Source: an optimization exercise on an open RTL-to-GDS flow (aim: small area and few clock cycles). Production flows keep margins and buffers that such runs may drop.
In this exercise RTL edits were held to simulation tests only and were not proved equivalent to the original.
Power is estimated from default activity; no workload was simulated.

## delta
==> flow/design.v <==
package lm96570_pkg;
  localparam int DATA_WIDTH = 70;
  localparam int NBIT_WIDTH = 8;
  localparam int DEPTH      = 16;
  localparam int ADDR_W     = 4;
  localparam logic [1:0] ERR_OK       = 2'b00;
  localparam logic [1:0] ERR_MISMATCH = 2'b01;
  localparam logic [1:0] ERR_TIMEOUT  = 2'b10;
  typedef enum logic [8:0] {
    S_IDLE    = 9'b000000001,
    S_LOAD    = 9'b000000010,
    S_ISSUE_W = 9'b000000100,
    S_WAIT_W  = 9'b000001000,
    S_ISSUE_R = 9'b000010000,
    S_WAIT_R  = 9'b000100000,
    S_CHECK   = 9'b001000000,
    S_NEXT    = 9'b010000000,
    S_FINISH  = 9'b100000000
  } seq_state_t;
  typedef struct packed {
    logic [NBIT_WIDTH-1:0] nbit;
    logic [DATA_WIDTH-1:0] data;
  } tbl_entry_t;
endpackage
import lm96570_pkg::*;
module lm96570_cfg_table
#(
  parameter int RINGS = 4,
  parameter int M     = DEPTH / RINGS,
  parameter int RW    = (RINGS > 1) ? $clog2(RINGS) : 1,
  parameter int MW    = (M > 1) ? $clog2(M) : 1
) (
  input  logic                    CLK,
  input  logic                    we,
  input  logic [ADDR_W-1:0]       waddr,
  input  lm96570_pkg::tbl_entry_t wdata,
  input  logic [RW-1:0]           rsel,
  output lm96570_pkg::tbl_entry_t rdata,
  output logic [MW-1:0]           rot
);
  localparam int EW = NBIT_WIDTH + DATA_WIDTH;
  logic [EW-1:0] slot [0:DEPTH-1];    
  logic [MW-1:0] wpos;                
  logic [RW-1:0] wring;
  always_ff @(posedge CLK) rot <= rot + 1'b1;
  assign wring = (RINGS > 1) ? RW'(waddr % RINGS) : '0;
  assign wpos  = MW'(waddr / RINGS) + rot + 1'b1;
  always_ff @(posedge CLK) begin
    for (int r = 0; r < RINGS; r++)
      for (int p = 0; p < M; p++)
        if (we && wring == RW'(r) && wpos == MW'(p))
          slot[r*M + p] <= (p % 2 == 1) ? ~wdata : wdata;
        else
          slot[r*M + p] <= ~slot[r*M + ((p + M - 1) % M)];
  end
  always_comb begin
    rdata = '0;
    for (int r = 0; r < RINGS; r++)
      rdata = rdata | (slot[r*M] & {EW{rsel == RW'(r)}});
  end
endmodule
import lm96570_pkg::*;
module lm96570_cfg_seq
#(
  parameter int RW_BIT   = 0,
  parameter int HDR_BITS = 6,
  parameter int TMR_W    = 10,   
  parameter int RINGS    = 4
) (
  input  logic                  CLK,
  input  logic                  RESET,
  input  logic                  TBL_WE,
  input  logic [ADDR_W-1:0]     TBL_ADDR,
  input  logic [DATA_WIDTH-1:0] TBL_DATA,
  input  logic [NBIT_WIDTH-1:0] TBL_NBIT,
  input  logic                  GO,
  input  logic                  VERIFY_EN,
  input  logic [ADDR_W:0]       NUM_ENTRIES,
  output logic                  BUSY,
  output logic                  DONE,
  output logic [1:0]            ERR_CODE,
  output logic [ADDR_W-1:0]     ERR_IDX,
  output logic                  SPI_START,
  output logic [DATA_WIDTH-1:0] SPI_DATA,
  output logic [NBIT_WIDTH-1:0] SPI_NBIT,
  input  logic                  SPI_DONE,
  input  logic [DATA_WIDTH-1:0] SPI_RD_DATA
);
  localparam int M  = DEPTH / RINGS;
  localparam int RW = (RINGS > 1) ? $clog2(RINGS) : 1;
  localparam int MW = (M > 1) ? $clog2(M) : 1;
  logic              run;       
  logic              pw;        
  logic              zero;      
  logic              fly;       
  logic              rdf;       
  logic              ver;       
  logic [ADDR_W-1:0] cur;       
  logic              lastf;     
  logic [ADDR_W-1:0] nm1;       
  logic [ADDR_W-1:0] nx;        
  logic              nvalid;    
  logic              done_q;
  logic [TMR_W-1:0]  timer;
  logic [1:0]        err_q;
  logic [ADDR_W-1:0] erri_q;
  lm96570_pkg::tbl_entry_t hold;      
  lm96570_pkg::tbl_entry_t nxt;       
  lm96570_pkg::tbl_entry_t tap;
  lm96570_pkg::tbl_entry_t wr_entry;
  logic [MW-1:0]           rot;
  logic                  acc, ev, tmo, mism, hit, cap, wkill;
  logic                  adv, start_rd, start_wr, sw, sel, end_now;
  logic                  mism_end, tmo_end;
  logic                  hit_nx, hit_nn;
  logic [ADDR_W-1:0]     nn, pre;
  logic [MW-1:0]         slot_nx, slot_nn;
  logic [DATA_WIDTH-1:0] cmp_mask;
  assign wr_entry.nbit = TBL_NBIT;
  assign wr_entry.data = TBL_DATA;
  assign nn      = (nx == nm1) ? '0 : nx + 1'b1;
  assign pre     = nvalid ? nn : nx;
  assign slot_nx = MW'(nx / RINGS) + rot;
  assign slot_nn = MW'(nn / RINGS) + rot;
  assign hit_nx  = (slot_nx == '0);
  assign hit_nn  = (slot_nn == '0);
  lm96570_cfg_table #(.RINGS(RINGS)) u_table (
    .CLK   (CLK),
    .we    (TBL_WE),
    .waddr (TBL_ADDR),
    .wdata (wr_entry),
    .rsel  (RW'(pre % RINGS)),
    .rdata (tap),
    .rot   (rot)
  );
  assign acc   = GO & ~run;
  assign ev    = fly & SPI_DONE & ~done_q;
  assign tmo   = fly & (&timer);
  assign hit   = nvalid ? hit_nn : hit_nx;
  assign cap   = hit & (sw | ~nvalid);
  assign wkill = TBL_WE & (sw ? (TBL_ADDR == nn) : (TBL_ADDR == nx));
  always_comb begin
    cmp_mask = '0;
    for (int i = HDR_BITS; i < DATA_WIDTH; i++)
      cmp_mask[i] = (i < 32'(hold.nbit));
  end
  assign mism = rdf & (((SPI_RD_DATA ^ hold.data) & cmp_mask) != '0);
  assign adv      = ev & (rdf ? ~mism : ~ver);
  assign start_rd = ev & ~rdf & ver;
  assign sw       = nvalid & (pw | (ev & (rdf | ~ver) & ~lastf));
  assign start_wr = sw & ~mism_end;
  assign mism_end = ev & mism;
  assign tmo_end  = tmo & ~ev;
  assign end_now  = run & (zero | tmo_end | mism_end | (adv & lastf));
  assign sel      = nvalid & (pw | (ev & (rdf | ~ver)));
  assign SPI_START = start_wr | start_rd;
  assign DONE      = end_now;
  assign BUSY      = run & ~end_now;
  assign SPI_DATA[DATA_WIDTH-1:1] = sel ? nxt.data[DATA_WIDTH-1:1] : hold.data[DATA_WIDTH-1:1];
  assign SPI_DATA[RW_BIT]         = sel ? nxt.data[RW_BIT] : (hold.data[RW_BIT] | rdf | ev);
  assign SPI_NBIT                 = sel ? nxt.nbit : hold.nbit;
  assign ERR_CODE = run ? {tmo_end, mism_end} : err_q;
  assign ERR_IDX  = run ? ((tmo_end | mism_end) ? cur : '0) : erri_q;
  always_ff @(posedge CLK) begin
    done_q <= SPI_DONE;
    if (sel) hold <= nxt;
    if (cap) nxt <= tap;
    if (sw | start_rd) timer <= '0;
    else               timer <= timer + 1'b1;
  end
  always_ff @(posedge CLK or posedge RESET) begin
    if (RESET) begin
      run    <= 1'b0;
      pw     <= 1'b0;
      zero   <= 1'b0;
      fly    <= 1'b0;
      rdf    <= 1'b0;
      ver    <= 1'b0;
      cur    <= '0;
      lastf  <= 1'b0;
      nm1    <= '0;
      nx     <= '0;
      nvalid <= 1'b0;
      err_q  <= ERR_OK;
      erri_q <= '0;
    end else begin
      zero   <= acc & (NUM_ENTRIES == '0);
      nvalid <= (nvalid & ~sw | cap) & ~wkill;
      if (acc) begin
        run <= 1'b1;
        ver <= VERIFY_EN;
        nm1 <= NUM_ENTRIES[ADDR_W] ? '1 : NUM_ENTRIES[ADDR_W-1:0] - 1'b1;
        if (NUM_ENTRIES != '0) pw <= 1'b1;
      end
      fly <= ~end_now & (sw | start_rd | (fly & ~ev));
      if (sw) begin
        pw    <= 1'b0;
        rdf   <= 1'b0;
        cur   <= nx;
        lastf <= (nx == nm1);
        nx    <= nn;
      end else begin
        if (adv & ~lastf) pw <= 1'b1;
        if (start_rd)     rdf <= 1'b1;
      end
      if (end_now) begin
        run    <= 1'b0;
        err_q  <= ERR_CODE;
        erri_q <= ERR_IDX;
        if (nx != '0) begin
          nx     <= '0;
          nvalid <= 1'b0;
        end
      end
    end
  end
endmodule
export LEC_CHECK = 0
export ABC_AREA = 1
export CAP_MARGIN = 20
export CORE_MARGIN = 2
export CORE_UTILIZATION = 50
export SLEW_MARGIN = 20
create_clock -name core_clock -period 5.0 [get_ports {CLK}]
standard.sh (not shown) runs the stock make flow with config.mk's settings and CLKGATE_MAP_FILE= SYNTH_SCRIPT=/design/flow/synth_recipe.tcl, a recipe that flattens the netlist after the stock synthesis.
==> flow/flow/run.sh <==
#!/bin/bash
# Layout flow: the standard ORFS flow (standard.sh, unchanged synthesis)
# with two changes: the port buffers use buf_1 instead of the default
# delay-buffer cell, and clock tree synthesis inserts no dummy loads and
# builds the tree from clkbuf_8 (root: clkbuf_16) with sink clusters of up to
# 16 flops within 60 um. ORFS writes each step's log under orfs/logs/; the
# make output goes to standard.log.
set -euo pipefail
export BUFFER_PORTS_ARGS="-buffer_cell sky130_fd_sc_hd__buf_1"
export CTS_ARGS="-sink_clustering_enable -repair_clock_nets -dont_use_dummy_load -root_buf sky130_fd_sc_hd__clkbuf_16 -sink_clustering_size 16 -sink_clustering_max_diameter 60 -buf_list {sky130_fd_sc_hd__clkbuf_8}"
bash standard.sh > standard.log 2>&1
Testbench counts of delta, summed over its fixed seeds: cycles 50,498.
Modified inputs, fjord compared to delta
--- a/flow/design.v
+++ b/flow/design.v
@@ -166,6 +166,6 @@
     if (sel) hold <= nxt;
     if (cap) nxt <= tap;
-    if (sw | start_rd) timer <= '0;
-    else               timer <= timer + 1'b1;
+    if (SPI_START) timer <= '0;
+    else           timer <= timer + 1'b1;
   end
   always_ff @(posedge CLK or posedge RESET) begin
@@ -193,5 +193,5 @@
         if (NUM_ENTRIES != '0) pw <= 1'b1;
       end
-      fly <= ~end_now & (sw | start_rd | (fly & ~ev));
+      fly <= SPI_START | (fly & ~ev & ~end_now);
       if (sw) begin
         pw    <= 1'b0;
- Compared to delta, fjord reaches a higher achievable clock.
- Compared delta against fjord; total placed cells including tap cells within noise.
- In fjord relative to delta, met3 routed wirelength had gone down by more than 10%.
- delta → fjord: clock network fraction of total power shrank by 5.2 points, final worst slack grew by 0.11 ns, final area held steady.
Testbench counts of fjord, summed over its fixed seeds: cycles 50,498.

==> re-timing with driven ports <==
Ports are ideal in the flow. The routed layouts listed here were re-timed in OpenROAD. Step 1: set_driving_cell puts a clkbuf_16 on CLK and a buf_2 on each other input, an assumption about the parent block. Step 2 also shifts input and output timing later by t, the mid clock arrival at the registers, as if the neighbouring blocks saw the same clock. Three values: ideal ports, drivers, drivers and shift; two values: the first two.
run	shift t [ns]	slack for setup (ns)	hold slack, ns	slew at the worst register clock pin (ns)
delta	0.719	0.214 / 0.142 / 0.522	0.352 / 0.352 / 0.352	0.11 / 0.11
fjord	0.718	0.326 / 0.254 / 0.773	0.335 / 0.335 / 0.335	0.10 / 0.10
After both steps setup and hold are still met in every run listed.
